Background: an optimization exercise with open tools, aiming at small area and a short achievable clock period. Do not read the settings as production practice.
The RTL was checked by simulation tests, not by an equivalence proof against the original design.

==> flow/design.v, too long to show whole: its modules and the start of the top module <==
// module mult_pipe: 1613 lines
// module mult_fa: 10 lines
// module mult_ha: 9 lines
// module mult_sched: 77 lines
module mult_sched
#(
    parameter int NREQ = 4,
    parameter int LAT  = 1
) (
    input  logic                      pclk,
    input  logic                      reset,
    input  logic [NREQ-1:0]           req_valid,
    output logic [NREQ-1:0]           req_ready,
    input  logic [NREQ*A_W-1:0]       req_a,
    input  logic [NREQ*B_W-1:0]       req_b,
    input  logic [NREQ-1:0]           req_mask,
    output logic                      rsp_valid,
    output logic [$clog2(NREQ)-1:0]   rsp_id,
    output logic [P_W-1:0]            rsp_data,
    output logic                      busy
);
  // ...
==> flow/flow/run.sh <==
#!/bin/bash
# Layout: the standard flow (standard.sh) with these changes to how it is made:
#  - synthesis maps logic with an area-oriented ABC script (flow/abc_area.script, picked
#    through ABC_AREA=1 from a copy of the ORFS scripts folder);
#  - the port buffers that placement inserts on every input and output are buf_1 cells;
#  - timing repair aims for a larger setup margin up to clock tree synthesis, and a
#    smaller one after global routing.
# Each tool's output goes to its own log under orfs/logs/; make's output to run_make*.log.
set -euo pipefail
rm -rf scripts_own
cp -r "$FLOW_HOME/scripts" scripts_own
cp flow/abc_area.script scripts_own/abc_area.script
BUF="BUFFER_PORTS_ARGS=-buffer_cell sky130_fd_sc_hd__buf_1"
bash standard.sh SCRIPTS_DIR="$PWD/scripts_own" SETUP_SLACK_MARGIN=6.3 "$BUF" cts > run_make_cts.log 2>&1
bash standard.sh SCRIPTS_DIR="$PWD/scripts_own" SETUP_SLACK_MARGIN=5.9 "$BUF" > run_make.log 2>&1
==> flow/flow/abc_area.script <==
strash
dch
amap
topo
stime -c
buffer -c
upsize -c
dnsize -c
==> flow/standard.sh <==
#!/bin/bash
# synth_recipe.tcl (not shown) runs the flow's synth.tcl, then flattens the netlist and writes it again
# the make line also repeats each setting of config.mk as NAME=value (left out here)
make -C /OpenROAD-flow-scripts/flow DESIGN_CONFIG=/design/flow/config.mk WORK_HOME=/design/flow/orfs CLKGATE_MAP_FILE= SYNTH_SCRIPT=/design/flow/synth_recipe.tcl "${@:-finish}"
==> flow/config.mk <==
export PLATFORM = sky130hd
export DESIGN_NAME = mult_sched
export DESIGN_NICKNAME = mult_sched
export VERILOG_FILES = /design/flow/design.v
export SDC_FILE = /design/flow/constraint.sdc
export NUM_CORES = 4
export LEC_CHECK = 0
export ABC_AREA = 1
export CAP_MARGIN = 20
export CORE_MARGIN = 2
export CORE_UTILIZATION = 50
export SLEW_MARGIN = 20
export SYNTH_HIERARCHICAL = 1
export SYNTH_MINIMUM_KEEP_SIZE = 0
==> flow/constraint.sdc <==
create_clock -name core_clock -period 15.0 [get_ports {pclk}]
set_input_delay 3.0000 -clock core_clock [delete_from_list [all_inputs] [get_ports {pclk}]]
set_output_delay 3.0000 -clock core_clock [all_outputs]
set_load 0.01 [all_outputs]
==> out/summary.log, run 1 <==
qor: logic_synthesis.ys_ff_latch 106
qor: logic_synthesis.synth_top_area_share 0.322
qor: setup_path.crit_cells 20
qor: finish.final_layout_size_suffix_gt1_frac 0.0551
qor: clock_tree.cts_max_path_buffers 2
qor: setup_path.worst_path_max_delay_cell sky130_fd_sc_hd__fa_1
qor: clock_tree.clk_pin_slew 0.08 ns
qor: setup_path.cp.buffers_inverters 4
qor: die.tapCellCount 615
qor: route.detail_route.wirelength 96.2 mm
qor: placed_design.gp_routability_congestion 1.00
qor: setup_path.path_cells buf_1 > nor2b_4 > inv_2 > a21oi_1 > o221ai_2 > inv_4 > buf_12 > a222oi_1 > nand2_1 > nor2b_1 > or2_4 > o22ai_1 > a21oi_1 > fa_1 > fa_1 > fa_1 > fa_1 > fa_1 > fa_1 > a22o_1
qor: finish.layout-area-overhead-vs-synth 6.79%
qor: global_routing.grt.overflow.total 0
qor: finish.largest_registers u_mult.c_r x40, u_mult.s_r x40, u_mult.l_r x12
qor: logic_synthesis.largest_family_of_logic_cells_by_synthesized_area adder cells
qor: finish.fillCellCount 4541
qor: clock_tree.cts-hold-fix-buffers 0
qor: clock_tree.clock-sinks 106
qor: logic_synthesis.synth.distinct_cells 55
qor: logic_synthesis.synth_edf_count 0
qor: route.vias_per_cell 6.71
qor: run_status.outcome no timing/DRC/antenna violations
qor: global_routing.grt_first_pass_wirelength 148 mm
qor: setup_path.startpoint_of_the_most_critical_setup_path req_valid[2]
qor: placed_design.placement.cell_area 0.0254 mm2
qor: finish.finalNetCount 3849
qor: global_routing.gr-usage-all-layers 0.387
qor: timing.max_freq 113 MHz
qor: global_routing.routing_usage_on_met3 0.0767
qor: clock_tree.clock_latency 0.40 ns
qor: logic_synthesis.yosys_most_used_dff sky130_fd_sc_hd__dfrtp_1
qor: timing.final.min_clock_period 8.83 ns
qor: placed_design.post-place-cells 3701
qor: logic_synthesis.synth_fp_nets 3780
qor: finish.n_all_inverters 151
qor: timing.rsz_0062_raised_after_global_routing no
qor: timing.final.hold.worst_slack 0.504 ns
qor: logic_synthesis.yosys-mux-area-fraction 0
==> inputs of run 2 (changes only) <==
--- a/flow/design.v
+++ b/flow/design.v
@@ -1303,81 +1303,27 @@
     mult_fa u_s759 (.a(c650), .b(s651), .c(s491), .s(s759), .co(c760));
     wire s761, c762;
     mult_fa u_s761 (.a(c652), .b(s653), .c(s495), .s(s761), .co(c762));
     wire s763, c764;
     mult_fa u_s763 (.a(c654), .b(s655), .c(s499), .s(s763), .co(c764));
     wire s765, c766;
     mult_fa u_s765 (.a(c656), .b(s657), .c(s503), .s(s765), .co(c766));
     wire s767, c768;
-    mult_fa u_s767 (.a(c658), .b(s659), .c(s507), .s(s767), .co(c768));
-    wire s769, c770;
-    mult_fa u_s769 (.a(c660), .b(s661), .c(s511), .s(s769), .co(c770));
+    mult_ha u_s767 (.a(c712), .b(s713), .s(s767), .co(c768));
+    wire s769 = c714 ^ s715 ^ 1'b1;
+    wire c770 = (c714 & s715) | (1'b1 & (c714 ^ s715));
     wire s771, c772;
-    mult_fa u_s771 (.a(c662), .b(s663), .c(s515), .s(s771), .co(c772));
-    wire s773, c774;
-    mult_fa u_s773 (.a(c664), .b(s665), .c(s519), .s(s773), .co(c774));
+    mult_fa u_s771 (.a(c716), .b(s717), .c(pp13[28]), .s(s771), .co(c772));
+    wire s773 = c718 ^ s719 ^ 1'b1;
+    wire c774 = (c718 & s719) | (1'b1 & (c718 ^ s719));
     wire s775, c776;
-    mult_fa u_s775 (.a(c666), .b(s667), .c(s523), .s(s775), .co(c776));
-    wire s777, c778;
-    mult_fa u_s777 (.a(c668), .b(s669), .c(s527), .s(s777), .co(c778));
-    wire s779, c780;
-    mult_fa u_s779 (.a(c670), .b(s671), .c(s531), .s(s779), .co(c780));
-    wire s781, c782;
-    mult_fa u_s781 (.a(c672), .b(s673), .c(s535), .s(s781), .co(c782));
-    wire s783, c784;
-    mult_fa u_s783 (.a(c674), .b(s675), .c(s539), .s(s783), .co(c784));
-    wire s785, c786;
-    mult_fa u_s785 (.a(c676), .b(s677), .c(s543), .s(s785), .co(c786));
-    wire s787, c788;
-    mult_fa u_s787 (.a(c678), .b(s679), .c(s547), .s(s787), .co(c788));
-    wire s789, c790;
-    mult_fa u_s789 (.a(c680), .b(s681), .c(s551), .s(s789), .co(c790));
-    wire s791, c792;
-    mult_fa u_s791 (.a(c682), .b(s683), .c(s555), .s(s791), .co(c792));
-    wire s793, c794;
-    mult_fa u_s793 (.a(c684), .b(s685), .c(s559), .s(s793), .co(c794));
-    wire s795, c796;
-    mult_fa u_s795 (.a(c686), .b(s687), .c(s563), .s(s795), .co(c796));
-    wire s797, c798;
-    mult_fa u_s797 (.a(c688), .b(s689), .c(s567), .s(s797), .co(c798));
-    wire s799, c800;
-    mult_fa u_s799 (.a(c690), .b(s691), .c(s571), .s(s799), .co(c800));
-    wire s801, c802;
-    mult_fa u_s801 (.a(c692), .b(s693), .c(s575), .s(s801), .co(c802));
-    wire s803, c804;
-    mult_fa u_s803 (.a(c694), .b(s695), .c(s579), .s(s803), .co(c804));
-    wire s805, c806;
-    mult_fa u_s805 (.a(c696), .b(s697), .c(s583), .s(s805), .co(c806));
-    wire s807, c808;
-    mult_fa u_s807 (.a(c698), .b(s699), .c(s587), .s(s807), .co(c808));
-    wire s809, c810;
-    mult_fa u_s809 (.a(c700), .b(s701), .c(s591), .s(s809), .co(c810));
-    wire s811, c812;
-    mult_fa u_s811 (.a(c702), .b(s703), .c(s595), .s(s811), .co(c812));
-    wire s813, c814;
-    mult_fa u_s813 (.a(c704), .b(s705), .c(s599), .s(s813), .co(c814));
-    wire s815, c816;
-    mult_fa u_s815 (.a(c706), .b(s707), .c(s603), .s(s815), .co(c816));
-    wire s817, c818;
-    mult_fa u_s817 (.a(c708), .b(s709), .c(s607), .s(s817), .co(c818));
-    wire s819, c820;
-    mult_fa u_s819 (.a(c710), .b(s711), .c(s611), .s(s819), .co(c820));
-    wire s821, c822;
-    mult_fa u_s821 (.a(c712), .b(s713), .c(pp13[26]), .s(s821), .co(c822));
-    wire s823 = c714 ^ s715 ^ 1'b1;
-    wire c824 = (c714 & s715) | (1'b1 & (c714 ^ s715));
-    wire s825, c826;
-    mult_fa u_s825 (.a(c716), .b(s717), .c(pp13[28]), .s(s825), .co(c826));
-    wire s827 = c718 ^ s719 ^ 1'b1;
-    wire c828 = (c718 & s719) | (1'b1 & (c718 ^ s719));
-    wire s829, c830;
-    mult_fa u_s829 (.a(c720), .b(~pp12[32]), .c(pp13[30]), .s(s829), .co(c830));
-    wire s831 = pp13[31] ^ 1'b1;
-    wire c832 = pp13[31] & 1'b1;
+    mult_fa u_s775 (.a(c720), .b(~pp12[32]), .c(pp13[30]), .s(s775), .co(c776));
+    wire s777 = pp13[31] ^ 1'b1;
+    wire c778 = pp13[31] & 1'b1;
     wire [11:0] la_g = {(c738 & s739), (c736 & s737), (c734 & s735), (c732 & s733), (c730 & s731), (c728 & s729), (c726 & s727), (c724 & s725), (c722 & s723), (s721 & neg1), (pp0[1] & 1'b0), (pp0[0] & neg0)};
     wire [11:0] la_p = {(c738 ^ s739), (c736 ^ s737), (c734 ^ s735), (c732 ^ s733), (c730 ^ s731), (c728 ^ s729), (c726 ^ s727), (c724 ^ s725), (c722 ^ s723), (s721 ^ neg1), (pp0[1] ^ 1'b0), (pp0[0] ^ neg0)};
     wire la_G1 = la_g[1] | (la_p[1] & la_g[0]);
     wire la_P1 = la_p[1] & la_p[0];
     wire la_G2 = la_g[3] | (la_p[3] & la_g[2]);
     wire la_P2 = la_p[3] & la_p[2];
     wire la_G3 = la_g[5] | (la_p[5] & la_g[4]);
     wire la_P3 = la_p[5] & la_p[4];
@@ -1410,18 +1356,18 @@
     wire la_G17 = la_g[8] | (la_p[8] & la_G16);
     wire la_P17 = la_p[8] & la_P16;
     wire la_G18 = la_G5 | (la_P5 & la_G16);
     wire la_P18 = la_P5 & la_P16;
     wire la_G19 = la_G11 | (la_P11 & la_G16);
     wire la_P19 = la_P11 & la_P16;
     wire la_G20 = la_G12 | (la_P12 & la_G16);
     wire la_P20 = la_P12 & la_P16;
-    wire [7:0] ta_g = {(1'b1 & 1'b0), (c832 & ~pp13[32]), (c830 & s831), (c828 & s829), (c826 & s827), (c824 & s825), (c822 & s823), (c820 & s821)};
-    wire [7:0] ta_p = {(1'b1 ^ 1'b0), (c832 ^ ~pp13[32]), (c830 ^ s831), (c828 ^ s829), (c826 ^ s827), (c824 ^ s825), (c822 ^ s823), (c820 ^ s821)};
+    wire [7:0] ta_g = {(1'b1 & 1'b0), (c778 & ~pp13[32]), (c776 & s777), (c774 & s775), (c772 & s773), (c770 & s771), (c768 & s769), (s767 & pp13[26])};
+    wire [7:0] ta_p = {(1'b1 ^ 1'b0), (c778 ^ ~pp13[32]), (c776 ^ s777), (c774 ^ s775), (c772 ^ s773), (c770 ^ s771), (c768 ^ s769), (s767 ^ pp13[26])};
     wire ta_G1 = ta_g[1] | (ta_p[1] & ta_g[0]);
     wire ta_P1 = ta_p[1] & ta_p[0];
     wire ta_G2 = ta_g[3] | (ta_p[3] & ta_g[2]);
     wire ta_P2 = ta_p[3] & ta_p[2];
     wire ta_G3 = ta_g[5] | (ta_p[5] & ta_g[4]);
     wire ta_P3 = ta_p[5] & ta_p[4];
     wire ta_G4 = ta_g[7] | (ta_p[7] & ta_g[6]);
     wire ta_P4 = ta_p[7] & ta_p[6];
@@ -1440,39 +1386,101 @@
     wire ta_G11 = ta_G7 | (ta_P7 & ta_G6);
     wire ta_P11 = ta_P7 & ta_P6;
     wire ta_G12 = ta_G8 | (ta_P8 & ta_G6);
     wire ta_P12 = ta_P8 & ta_P6;
     wire [11:0] l_d = {(la_p[11] ^ la_G19), (la_p[10] ^ la_G18), (la_p[9] ^ la_G17), (la_p[8] ^ la_G16), (la_p[7] ^ la_G15), (la_p[6] ^ la_G14), (la_p[5] ^ la_G13), (la_p[4] ^ la_G8), (la_p[3] ^ la_G7), (la_p[2] ^ la_G1), (la_p[1] ^ la_g[0]), la_p[0]};
     logic [11:0] l_r;
     wire lc_d = la_G20;
     logic lc_r;
-    wire [39:0] s_d = {c818, c816, c814, c812, c810, c808, c806, c804, c802, c800, c798, c796, c794, c792, c790, c788, c786, c784, c782, c780, c778, c776, c774, c772, c770, c768, c766, c764, c762, c760, c758, c756, c754, c752, c750, c748, c746, c744, c742, c740};
+    wire [39:0] s_d = {c710, c708, c706, c704, c702, c700, c698, c696, c694, c692, c690, c688, c686, c684, c682, c680, c678, c676, c674, c672, c670, c668, c666, c664, c662, c660, c766, c764, c762, c760, c758, c756, c754, c752, c750, c748, c746, c744, c742, c740};
     logic [39:0] s_r;
-    wire [39:0] c_d = {s819, s817, s815, s813, s811, s809, s807, s805, s803, s801, s799, s797, s795, s793, s791, s789, s787, s785, s783, s781, s779, s777, s775, s773, s771, s769, s767, s765, s763, s761, s759, s757, s755, s753, s751, s749, s747, s745, s743, s741};
+    wire [39:0] c_d = {s711, s709, s707, s705, s703, s701, s699, s697, s695, s693, s691, s689, s687, s685, s683, s681, s679, s677, s675, s673, s671, s669, s667, s665, s663, s661, c658, s765, s763, s761, s759, s757, s755, s753, s751, s749, s747, s745, s743, s741};
     logic [39:0] c_r;
+    wire [26:0] d_d = {s611, s607, s603, s599, s595, s591, s587, s583, s579, s575, s571, s567, s563, s559, s555, s551, s547, s543, s539, s535, s531, s527, s523, s519, s515, s511, s659};
+    logic [26:0] d_r;
+    wire e_d = s507;
+    logic e_r;
     wire [7:0] t_d = {(ta_p[7] ^ ta_G11), (ta_p[6] ^ ta_G10), (ta_p[5] ^ ta_G9), (ta_p[4] ^ ta_G6), (ta_p[3] ^ ta_G5), (ta_p[2] ^ ta_G1), (ta_p[1] ^ ta_g[0]), ta_p[0]};
     logic [7:0] t_r;
     always_ff @(posedge pclk or posedge reset) begin
         if (reset) begin
             l_r <= '0;
             lc_r <= '0;
             s_r <= '0;
             c_r <= '0;
+            d_r <= '0;
+            e_r <= '0;
             t_r <= '0;
         end else if (en) begin
             l_r <= l_d;
             lc_r <= lc_d;
             s_r <= s_d;
             c_r <= c_d;
+            d_r <= d_d;
+            e_r <= e_d;
             t_r <= t_d;
         end
     end
-    wire [39:0] ma_g = {(s_r[39] & c_r[39]), (s_r[38] & c_r[38]), (s_r[37] & c_r[37]), (s_r[36] & c_r[36]), (s_r[35] & c_r[35]), (s_r[34] & c_r[34]), (s_r[33] & c_r[33]), (s_r[32] & c_r[32]), (s_r[31] & c_r[31]), (s_r[30] & c_r[30]), (s_r[29] & c_r[29]), (s_r[28] & c_r[28]), (s_r[27] & c_r[27]), (s_r[26] & c_r[26]), (s_r[25] & c_r[25]), (s_r[24] & c_r[24]), (s_r[23] & c_r[23]), (s_r[22] & c_r[22]), (s_r[21] & c_r[21]), (s_r[20] & c_r[20]), (s_r[19] & c_r[19]), (s_r[18] & c_r[18]), (s_r[17] & c_r[17]), (s_r[16] & c_r[16]), (s_r[15] & c_r[15]), (s_r[14] & c_r[14]), (s_r[13] & c_r[13]), (s_r[12] & c_r[12]), (s_r[11] & c_r[11]), (s_r[10] & c_r[10]), (s_r[9] & c_r[9]), (s_r[8] & c_r[8]), (s_r[7] & c_r[7]), (s_r[6] & c_r[6]), (s_r[5] & c_r[5]), (s_r[4] & c_r[4]), (s_r[3] & c_r[3]), (s_r[2] & c_r[2]), (s_r[1] & c_r[1]), (s_r[0] & c_r[0])};
-    wire [39:0] ma_p = {(s_r[39] ^ c_r[39]), (s_r[38] ^ c_r[38]), (s_r[37] ^ c_r[37]), (s_r[36] ^ c_r[36]), (s_r[35] ^ c_r[35]), (s_r[34] ^ c_r[34]), (s_r[33] ^ c_r[33]), (s_r[32] ^ c_r[32]), (s_r[31] ^ c_r[31]), (s_r[30] ^ c_r[30]), (s_r[29] ^ c_r[29]), (s_r[28] ^ c_r[28]), (s_r[27] ^ c_r[27]), (s_r[26] ^ c_r[26]), (s_r[25] ^ c_r[25]), (s_r[24] ^ c_r[24]), (s_r[23] ^ c_r[23]), (s_r[22] ^ c_r[22]), (s_r[21] ^ c_r[21]), (s_r[20] ^ c_r[20]), (s_r[19] ^ c_r[19]), (s_r[18] ^ c_r[18]), (s_r[17] ^ c_r[17]), (s_r[16] ^ c_r[16]), (s_r[15] ^ c_r[15]), (s_r[14] ^ c_r[14]), (s_r[13] ^ c_r[13]), (s_r[12] ^ c_r[12]), (s_r[11] ^ c_r[11]), (s_r[10] ^ c_r[10]), (s_r[9] ^ c_r[9]), (s_r[8] ^ c_r[8]), (s_r[7] ^ c_r[7]), (s_r[6] ^ c_r[6]), (s_r[5] ^ c_r[5]), (s_r[4] ^ c_r[4]), (s_r[3] ^ c_r[3]), (s_r[2] ^ c_r[2]), (s_r[1] ^ c_r[1]), (s_r[0] ^ c_r[0])};
+    wire fs0, fc0;
+    mult_fa u_pf0 (.a(s_r[13]), .b(c_r[13]), .c(d_r[0]), .s(fs0), .co(fc0));
+    wire fs1, fc1;
+    mult_fa u_pf1 (.a(s_r[14]), .b(c_r[14]), .c(d_r[1]), .s(fs1), .co(fc1));
+    wire fs2, fc2;
+    mult_fa u_pf2 (.a(s_r[15]), .b(c_r[15]), .c(d_r[2]), .s(fs2), .co(fc2));
+    wire fs3, fc3;
+    mult_fa u_pf3 (.a(s_r[16]), .b(c_r[16]), .c(d_r[3]), .s(fs3), .co(fc3));
+    wire fs4, fc4;
+    mult_fa u_pf4 (.a(s_r[17]), .b(c_r[17]), .c(d_r[4]), .s(fs4), .co(fc4));
+    wire fs5, fc5;
+    mult_fa u_pf5 (.a(s_r[18]), .b(c_r[18]), .c(d_r[5]), .s(fs5), .co(fc5));
+    wire fs6, fc6;
+    mult_fa u_pf6 (.a(s_r[19]), .b(c_r[19]), .c(d_r[6]), .s(fs6), .co(fc6));
+    wire fs7, fc7;
+    mult_fa u_pf7 (.a(s_r[20]), .b(c_r[20]), .c(d_r[7]), .s(fs7), .co(fc7));
+    wire fs8, fc8;
+    mult_fa u_pf8 (.a(s_r[21]), .b(c_r[21]), .c(d_r[8]), .s(fs8), .co(fc8));
+    wire fs9, fc9;
+    mult_fa u_pf9 (.a(s_r[22]), .b(c_r[22]), .c(d_r[9]), .s(fs9), .co(fc9));
+    wire fs10, fc10;
+    mult_fa u_pf10 (.a(s_r[23]), .b(c_r[23]), .c(d_r[10]), .s(fs10), .co(fc10));
+    wire fs11, fc11;
+    mult_fa u_pf11 (.a(s_r[24]), .b(c_r[24]), .c(d_r[11]), .s(fs11), .co(fc11));
+    wire fs12, fc12;
+    mult_fa u_pf12 (.a(s_r[25]), .b(c_r[25]), .c(d_r[12]), .s(fs12), .co(fc12));
+    wire fs13, fc13;
+    mult_fa u_pf13 (.a(s_r[26]), .b(c_r[26]), .c(d_r[13]), .s(fs13), .co(fc13));
+    wire fs14, fc14;
+    mult_fa u_pf14 (.a(s_r[27]), .b(c_r[27]), .c(d_r[14]), .s(fs14), .co(fc14));
+    wire fs15, fc15;
+    mult_fa u_pf15 (.a(s_r[28]), .b(c_r[28]), .c(d_r[15]), .s(fs15), .co(fc15));
+    wire fs16, fc16;
+    mult_fa u_pf16 (.a(s_r[29]), .b(c_r[29]), .c(d_r[16]), .s(fs16), .co(fc16));
+    wire fs17, fc17;
+    mult_fa u_pf17 (.a(s_r[30]), .b(c_r[30]), .c(d_r[17]), .s(fs17), .co(fc17));
+    wire fs18, fc18;
+    mult_fa u_pf18 (.a(s_r[31]), .b(c_r[31]), .c(d_r[18]), .s(fs18), .co(fc18));
+    wire fs19, fc19;
+    mult_fa u_pf19 (.a(s_r[32]), .b(c_r[32]), .c(d_r[19]), .s(fs19), .co(fc19));
+    wire fs20, fc20;
+    mult_fa u_pf20 (.a(s_r[33]), .b(c_r[33]), .c(d_r[20]), .s(fs20), .co(fc20));
+    wire fs21, fc21;
+    mult_fa u_pf21 (.a(s_r[34]), .b(c_r[34]), .c(d_r[21]), .s(fs21), .co(fc21));
+    wire fs22, fc22;
+    mult_fa u_pf22 (.a(s_r[35]), .b(c_r[35]), .c(d_r[22]), .s(fs22), .co(fc22));
+    wire fs23, fc23;
+    mult_fa u_pf23 (.a(s_r[36]), .b(c_r[36]), .c(d_r[23]), .s(fs23), .co(fc23));
+    wire fs24, fc24;
+    mult_fa u_pf24 (.a(s_r[37]), .b(c_r[37]), .c(d_r[24]), .s(fs24), .co(fc24));
+    wire fs25, fc25;
+    mult_fa u_pf25 (.a(s_r[38]), .b(c_r[38]), .c(d_r[25]), .s(fs25), .co(fc25));
+    wire fs26, fc26;
+    mult_fa u_pf26 (.a(s_r[39]), .b(c_r[39]), .c(d_r[26]), .s(fs26), .co(fc26));
+    wire [40:0] ma_g = {(t_r[0] & fc26), (fs26 & fc25), (fs25 & fc24), (fs24 & fc23), (fs23 & fc22), (fs22 & fc21), (fs21 & fc20), (fs20 & fc19), (fs19 & fc18), (fs18 & fc17), (fs17 & fc16), (fs16 & fc15), (fs15 & fc14), (fs14 & fc13), (fs13 & fc12), (fs12 & fc11), (fs11 & fc10), (fs10 & fc9), (fs9 & fc8), (fs8 & fc7), (fs7 & fc6), (fs6 & fc5), (fs5 & fc4), (fs4 & fc3), (fs3 & fc2), (fs2 & fc1), (fs1 & fc0), (fs0 & e_r), (s_r[12] & c_r[12]), (s_r[11] & c_r[11]), (s_r[10] & c_r[10]), (s_r[9] & c_r[9]), (s_r[8] & c_r[8]), (s_r[7] & c_r[7]), (s_r[6] & c_r[6]), (s_r[5] & c_r[5]), (s_r[4] & c_r[4]), (s_r[3] & c_r[3]), (s_r[2] & c_r[2]), (s_r[1] & c_r[1]), (s_r[0] & c_r[0])};
+    wire [40:0] ma_p = {(t_r[0] ^ fc26), (fs26 ^ fc25), (fs25 ^ fc24), (fs24 ^ fc23), (fs23 ^ fc22), (fs22 ^ fc21), (fs21 ^ fc20), (fs20 ^ fc19), (fs19 ^ fc18), (fs18 ^ fc17), (fs17 ^ fc16), (fs16 ^ fc15), (fs15 ^ fc14), (fs14 ^ fc13), (fs13 ^ fc12), (fs12 ^ fc11), (fs11 ^ fc10), (fs10 ^ fc9), (fs9 ^ fc8), (fs8 ^ fc7), (fs7 ^ fc6), (fs6 ^ fc5), (fs5 ^ fc4), (fs4 ^ fc3), (fs3 ^ fc2), (fs2 ^ fc1), (fs1 ^ fc0), (fs0 ^ e_r), (s_r[12] ^ c_r[12]), (s_r[11] ^ c_r[11]), (s_r[10] ^ c_r[10]), (s_r[9] ^ c_r[9]), (s_r[8] ^ c_r[8]), (s_r[7] ^ c_r[7]), (s_r[6] ^ c_r[6]), (s_r[5] ^ c_r[5]), (s_r[4] ^ c_r[4]), (s_r[3] ^ c_r[3]), (s_r[2] ^ c_r[2]), (s_r[1] ^ c_r[1]), (s_r[0] ^ c_r[0])};
     wire ma_gc = ma_g[0] | (ma_p[0] & lc_r);
     wire ma_G1 = ma_g[1] | (ma_p[1] & ma_gc);
     wire ma_P1 = ma_p[1] & ma_p[0];
     wire ma_G2 = ma_g[3] | (ma_p[3] & ma_g[2]);
     wire ma_P2 = ma_p[3] & ma_p[2];
     wire ma_G3 = ma_g[5] | (ma_p[5] & ma_g[4]);
     wire ma_P3 = ma_p[5] & ma_p[4];
     wire ma_G4 = ma_g[7] | (ma_p[7] & ma_g[6]);
@@ -1608,18 +1616,20 @@
     wire ma_G69 = ma_g[32] | (ma_p[32] & ma_G38);
     wire ma_P69 = ma_p[32] & ma_P38;
     wire ma_G70 = ma_g[34] | (ma_p[34] & ma_G52);
     wire ma_P70 = ma_p[34] & ma_P52;
     wire ma_G71 = ma_g[36] | (ma_p[36] & ma_G44);
     wire ma_P71 = ma_p[36] & ma_P44;
     wire ma_G72 = ma_g[38] | (ma_p[38] & ma_G53);
     wire ma_P72 = ma_p[38] & ma_P53;
-    wire [39:0] m_sum = {(ma_p[39] ^ ma_G72), (ma_p[38] ^ ma_G53), (ma_p[37] ^ ma_G71), (ma_p[36] ^ ma_G44), (ma_p[35] ^ ma_G70), (ma_p[34] ^ ma_G52), (ma_p[33] ^ ma_G69), (ma_p[32] ^ ma_G38), (ma_p[31] ^ ma_G68), (ma_p[30] ^ ma_G51), (ma_p[29] ^ ma_G67), (ma_p[28] ^ ma_G43), (ma_p[27] ^ ma_G66), (ma_p[26] ^ ma_G50), (ma_p[25] ^ ma_G65), (ma_p[24] ^ ma_G39), (ma_p[23] ^ ma_G64), (ma_p[22] ^ ma_G49), (ma_p[21] ^ ma_G63), (ma_p[20] ^ ma_G42), (ma_p[19] ^ ma_G62), (ma_p[18] ^ ma_G48), (ma_p[17] ^ ma_G61), (ma_p[16] ^ ma_G36), (ma_p[15] ^ ma_G60), (ma_p[14] ^ ma_G47), (ma_p[13] ^ ma_G59), (ma_p[12] ^ ma_G41), (ma_p[11] ^ ma_G58), (ma_p[10] ^ ma_G46), (ma_p[9] ^ ma_G57), (ma_p[8] ^ ma_G31), (ma_p[7] ^ ma_G56), (ma_p[6] ^ ma_G45), (ma_p[5] ^ ma_G55), (ma_p[4] ^ ma_G21), (ma_p[3] ^ ma_G54), (ma_p[2] ^ ma_G1), (ma_p[1] ^ ma_gc), (ma_p[0] ^ lc_r)};
-    wire [7:0] t_sum = {(t_r[7] ^ (ma_G40 & (&t_r[6:0]))), (t_r[6] ^ (ma_G40 & (&t_r[5:0]))), (t_r[5] ^ (ma_G40 & (&t_r[4:0]))), (t_r[4] ^ (ma_G40 & (&t_r[3:0]))), (t_r[3] ^ (ma_G40 & (&t_r[2:0]))), (t_r[2] ^ (ma_G40 & (&t_r[1:0]))), (t_r[1] ^ (ma_G40 & (&t_r[0:0]))), (t_r[0] ^ ma_G40)};
+    wire ma_G73 = ma_g[40] | (ma_p[40] & ma_G40);
+    wire ma_P73 = ma_p[40] & ma_P40;
+    wire [40:0] m_sum = {(ma_p[40] ^ ma_G40), (ma_p[39] ^ ma_G72), (ma_p[38] ^ ma_G53), (ma_p[37] ^ ma_G71), (ma_p[36] ^ ma_G44), (ma_p[35] ^ ma_G70), (ma_p[34] ^ ma_G52), (ma_p[33] ^ ma_G69), (ma_p[32] ^ ma_G38), (ma_p[31] ^ ma_G68), (ma_p[30] ^ ma_G51), (ma_p[29] ^ ma_G67), (ma_p[28] ^ ma_G43), (ma_p[27] ^ ma_G66), (ma_p[26] ^ ma_G50), (ma_p[25] ^ ma_G65), (ma_p[24] ^ ma_G39), (ma_p[23] ^ ma_G64), (ma_p[22] ^ ma_G49), (ma_p[21] ^ ma_G63), (ma_p[20] ^ ma_G42), (ma_p[19] ^ ma_G62), (ma_p[18] ^ ma_G48), (ma_p[17] ^ ma_G61), (ma_p[16] ^ ma_G36), (ma_p[15] ^ ma_G60), (ma_p[14] ^ ma_G47), (ma_p[13] ^ ma_G59), (ma_p[12] ^ ma_G41), (ma_p[11] ^ ma_G58), (ma_p[10] ^ ma_G46), (ma_p[9] ^ ma_G57), (ma_p[8] ^ ma_G31), (ma_p[7] ^ ma_G56), (ma_p[6] ^ ma_G45), (ma_p[5] ^ ma_G55), (ma_p[4] ^ ma_G21), (ma_p[3] ^ ma_G54), (ma_p[2] ^ ma_G1), (ma_p[1] ^ ma_gc), (ma_p[0] ^ lc_r)};
+    wire [6:0] t_sum = {(t_r[7] ^ (ma_G73 & (&t_r[6:1]))), (t_r[6] ^ (ma_G73 & (&t_r[5:1]))), (t_r[5] ^ (ma_G73 & (&t_r[4:1]))), (t_r[4] ^ (ma_G73 & (&t_r[3:1]))), (t_r[3] ^ (ma_G73 & (&t_r[2:1]))), (t_r[2] ^ (ma_G73 & (&t_r[1:1]))), (t_r[1] ^ ma_G73)};
     assign p = {t_sum, m_sum, l_r};
 endmodule
 module mult_fa (
     input  logic a,
     input  logic b,
     input  logic c,
     output logic s,
     output logic co
--- a/flow/flow/run.sh
+++ b/flow/flow/run.sh
@@ -6,10 +6,10 @@
 #  - timing repair aims for a larger setup margin up to clock tree synthesis, and a
 #    smaller one after global routing.
 # Each tool's output goes to its own log under orfs/logs/; make's output to run_make*.log.
 set -euo pipefail
 rm -rf scripts_own
 cp -r "$FLOW_HOME/scripts" scripts_own
 cp flow/abc_area.script scripts_own/abc_area.script
 BUF="BUFFER_PORTS_ARGS=-buffer_cell sky130_fd_sc_hd__buf_1"
-bash standard.sh SCRIPTS_DIR="$PWD/scripts_own" SETUP_SLACK_MARGIN=6.3 "$BUF" cts > run_make_cts.log 2>&1
-bash standard.sh SCRIPTS_DIR="$PWD/scripts_own" SETUP_SLACK_MARGIN=5.9 "$BUF" > run_make.log 2>&1
+bash standard.sh SCRIPTS_DIR="$PWD/scripts_own" SETUP_SLACK_MARGIN=7.0 "$BUF" cts > run_make_cts.log 2>&1
+bash standard.sh SCRIPTS_DIR="$PWD/scripts_own" SETUP_SLACK_MARGIN=6.6 "$BUF" > run_make.log 2>&1
==> out/summary.log, run 2 <==
qor: global_routing.grt_first_pass_wirelength 158 mm [+6.6%]
qor: route.firstDrtPassIters 6
qor: logic_synthesis.asyncSetResetFlopFracSynth 1.00
qor: die.floorplan.core_area 0.0499 mm2
qor: setup_path.cp_data_required_time 15.34 ns
qor: logic_synthesis.most_frequent_cell_after_synthesis sky130_fd_sc_hd__nor2_1
qor: setup_path.cp.buffers_inverters 6 [+2]
qor: finish.largest_registers u_mult.c_r x40, u_mult.s_r x40, u_mult.d_r x27
qor: clock_tree.cts_tree built
qor: clock_tree.clk_pin_slew 0.07 ns [about the same]
qor: timing.worst_slew_margin_rel 0.386
qor: logic_synthesis.synth.distinct_cells 50 [-9.1%]
qor: die.initial_core_util 0.503
qor: timing.final.min_clock_period 8.12 ns [-0.705 ns]
qor: route.via_count 25.8k
qor: logic_synthesis.syn-mean-instance-area 8.13 um2
qor: setup_path.worst_setup_path_end_kind register
qor: route.detail_route.drc_violations 0
qor: setup_path.worst_setup_path_class in2reg
qor: setup_path.kind_of_cell_adding_the_most_delay_to_the_critical_path adder cells
qor: global_routing.number_of_global_route_vias_before_repair 26.0k
qor: finish.finalNetCount 3924 [+1.9%]
qor: logic_synthesis.synth_area_leaders sky130_fd_sc_hd__fa_1 31%, sky130_fd_sc_hd__dfrtp_1 13%, sky130_fd_sc_hd__o22ai_1 11%
qor: logic_synthesis.synth_fp_nets 3836 [+1.5%]
qor: route.postRouteAntennaNets 0
qor: clock_tree.root_buffer sky130_fd_sc_hd__clkbuf_16
qor: logic_synthesis.synth.yosys.seq_area_share 0.134
qor: die.row_count 82
qor: finish.final_layout_size_suffix_gt1_frac 0.0678 [+0.0127]
qor: timing.hold_violations 0
qor: clock_tree.cts_max_path_buffers 2 [unchanged]
qor: placed_design.gp_routability_congestion 1.02 [+1.5%]
qor: logic_synthesis.ys_warn_count 9
qor: finish.commonest_cells_after_routing_fill_and_taps_aside 524 x sky130_fd_sc_hd__nor2_1, 506 x sky130_fd_sc_hd__a21oi_1, 438 x sky130_fd_sc_hd__o22ai_1
qor: die.die_y 228 um
qor: global_routing.grt.overflow.total 0 [unchanged]
qor: clock_tree.cts_htree_levels 4
qor: logic_synthesis.yosys_most_used_dff sky130_fd_sc_hd__dfrtp_1
qor: logic_synthesis.netlist.top_cell.by_area sky130_fd_sc_hd__fa_1
qor: setup_path.worst-path-max-fanout 28
qor: global_routing.grt_start_max_net_pins 140
qor: setup_path.path_cells buf_1 > nor2b_4 > inv_2 > o221ai_4 > inv_8 > bufbuf_16 > a222oi_1 > nand2_1 > inv_2 > o22ai_1 > nor2_1 > a21oi_1 > ha_1 > fa_1 > fa_1 > fa_1 > ha_1 > inv_1 > nor2_1 > a211oi_1 > nor2_1 > a21oi_1 > o21ai_0
qor: route.drt-initial-drc-count 3199
qor: logic_synthesis.synth_top_area_share 0.310 [-0.0116]
qor: logic_synthesis.synthesis.instances 3085
qor: placed_design.post-place-cells 3812 [+3.0%]
qor: timing.fin_tns_setup 0 ns
qor: timing.rsz_0062_raised_after_global_routing yes
qor: route.top_layer met4
qor: die.design.die.area 0.0520 mm2
qor: hold_path.worst_hold_path_type reg2reg
qor: logic_synthesis.synth_edf_count 0 [unchanged]
qor: clock_tree.clock_latency 0.48 ns [+0.08 ns]
qor: timing.slew_of_the_pin_with_the_lowest_slew_margin 0.922 ns
qor: die.io-pin-count 318
qor: route.detailroute.wirelength.met2 47.3 mm
qor: placed_design.placement.io_buffers 317
qor: timing.report.final.setup_viol 0
qor: logic_synthesis.ys_ff_latch 134 [+26%]
qor: setup_path.critical_path_source_type input port
qor: run_status.outcome no timing/DRC/antenna violations
qor: route.detail_route.wirelength 103 mm [+7.0%]
qor: finish.number_of_standard_cells_in_the_layout_taps_in_and_fillers_out 3860
qor: route.vias_per_cell 6.68 [-0.48%]
qor: logic_synthesis.post_synth_most_frequent_cells 525 x sky130_fd_sc_hd__nor2_1, 510 x sky130_fd_sc_hd__a21oi_1, 452 x sky130_fd_sc_hd__o22ai_1, 389 x sky130_fd_sc_hd__fa_1, 259 x sky130_fd_sc_hd__clkbuf_1
qor: global_routing.grt_antenna_before_repair 1
qor: setup_path.worst_path_max_delay_cell sky130_fd_sc_hd__inv_2
qor: placed_design.post_dp_hpwl 69.5 mm
qor: finish.layout-area-overhead-vs-synth 9.54%
qor: setup_path.cp_slowest_stage_delay 0.61 ns
qor: finish.most_common_library_cell_in_the_layout_ignoring_fill_and_taps sky130_fd_sc_hd__nor2_1
qor: route.routed_wire_length_per_instance 26.7 um
qor: global_routing.gr-usage-all-layers 0.397 [+0.0106]
qor: route.dr_wl_met3 11.3 mm
qor: timing.slew_violations 0
qor: timing.max_freq 123 MHz [+8.7%]
qor: die.dieWidth 228 um
qor: timing.fin_skew 0.00817 ns
qor: clock_tree.cts-hold-fix-buffers 0 [unchanged]
qor: timing.finalCritPeriodShare 0.542
qor: clock_tree.numCtsBuffers 17
qor: route.met1_length 39.4 mm
qor: setup_path.cp.arrival 8.47 ns
qor: job.cap_violations 0
qor: clock_tree.clock-sinks 134 [+26%]
qor: logic_synthesis.post_synth_instance_area 0.0251 mm2
run 2: changes by cell type in the layout (fill, tap and decap cells not counted), sizes merged, moves of 7 or more:
cell | previous run | this run
a22o | 86 | 114
dfrtp | 106 | 134
nor2 | 538 | 525
clkbuf | 9 | 20
buf | 365 | 374
clkinv | 17 | 25
inv | 140 | 147
run 2: metal layers:
metal / vias to the layer above / GRT usage
met2: 1704 / 0.629
li1: 11300 / -
met4: 0 / 0.193
met5: - / 0
met3: 320 / 0.110
met1: 12500 / 0.504
run 2: per-stage QoR:
stage	util	hold slack, ns	instance area, um2	setup WS (ns)
after floorplan	-	0.451	25100	6.99
final	0.551	0.484	27500	6.88
after detailed placement	0.529	0.470	26400	5.34
after CTS	0.550	0.483	27400	7.00
after global placement	0.529	0.467	26400	5.41
after global routing	0.551	0.491	27500	6.55
run 2: area by class of cell:
class / count / area, um2
multi-input combinational: 2482 / 20200
sequential: 134 / 3350
clock inverter: 15 / 168
tap: 672 / 841
antenna: 2 / 5.00
timing repair buffer: 378 / 1840
inverter: 155 / 634
timing repair inverter: 5 / 21.3
fill: 4680 / 22400
clock buffer: 17 / 425
run 2: logic make-up after synthesis:
family | Yosys count | share of synthesized area
AND/OR/NAND/NOR | 745 | 0.117
adder cells (fa/ha/maj) | 501 | 0.366
flip-flops | 134 | 0.134
buffers and inverters | 470 | 0.0746
AO/OA/AOI/OAI | 1235 | 0.308
run 2: modules after synthesis, one instance, submodules excluded:
| module | cells | copies in the design | area, um2 | flip-flops and latches |
|---|---|---|---|---|
| mult_fa | 1 | 361 | 20.0 | 0 |
| mult_ha | 1 | 41 | 12.5 | 0 |
| mult_pipe | 2437 | 1 | 15700 | 129 |
| mult_sched | 246 | 1 | 1640 | 5 |
run 2: final timing paths:
| check | start | endpoint | slack [ns] | depth (start not counted) |
|---|---|---|---|---|
| setup / recovery | req_valid[0] | u_mult.l_r[11] | 6.88 | 23 |
| hold / removal | u_mult.lc_r | u_mult.lc_r | 0.48 | 1 |
| setup reg to reg | rr_ptr_r[1] | u_mult.c_r[10] | 8.81 | 18 |
| hold reg to reg | u_mult.lc_r | u_mult.lc_r | 0.48 | 1 |
| max in group asynchronous | reset | u_mult.c_r[13] | 10.99 | 3 |
| min in group asynchronous | reset | v_r | 2.54 | 2 |
run 2: what timing repair did:
item	in CTS	in global routing
setup buffers	6	0
endpoints found under the setup margin	105	8
resized for setup	83	8
gates cloned	7	1
pin swaps	7	1

## static timing again, ports no longer ideal
How much do the figures lean on ideal ports? The routed layouts below were timed once more, with nothing changed but the port constraints. Step 1 assumes that a clkbuf_16 drives the clock port and a buf_2 every other input. Step 2 times the ports against the registers' clock, not the clock port: input delays grow and output delays shrink by t, the midpoint of the rising clock arrivals with the driver on. Three values: no drivers, after step 1, after step 2; two values: the first two.
run	t (ns)	setup WS [ns]	worst slew at a driven data input, ns
run 1	0.464	6.170 / 6.202 / 5.738	0.10
run 2	0.549	6.875 / 6.910 / 6.361	0.11
After both steps every run listed still meets setup and hold. For run 2, which loses most, drivers alone change the setup slack by +0.035 ns; drivers and shift together by -0.514 ns.
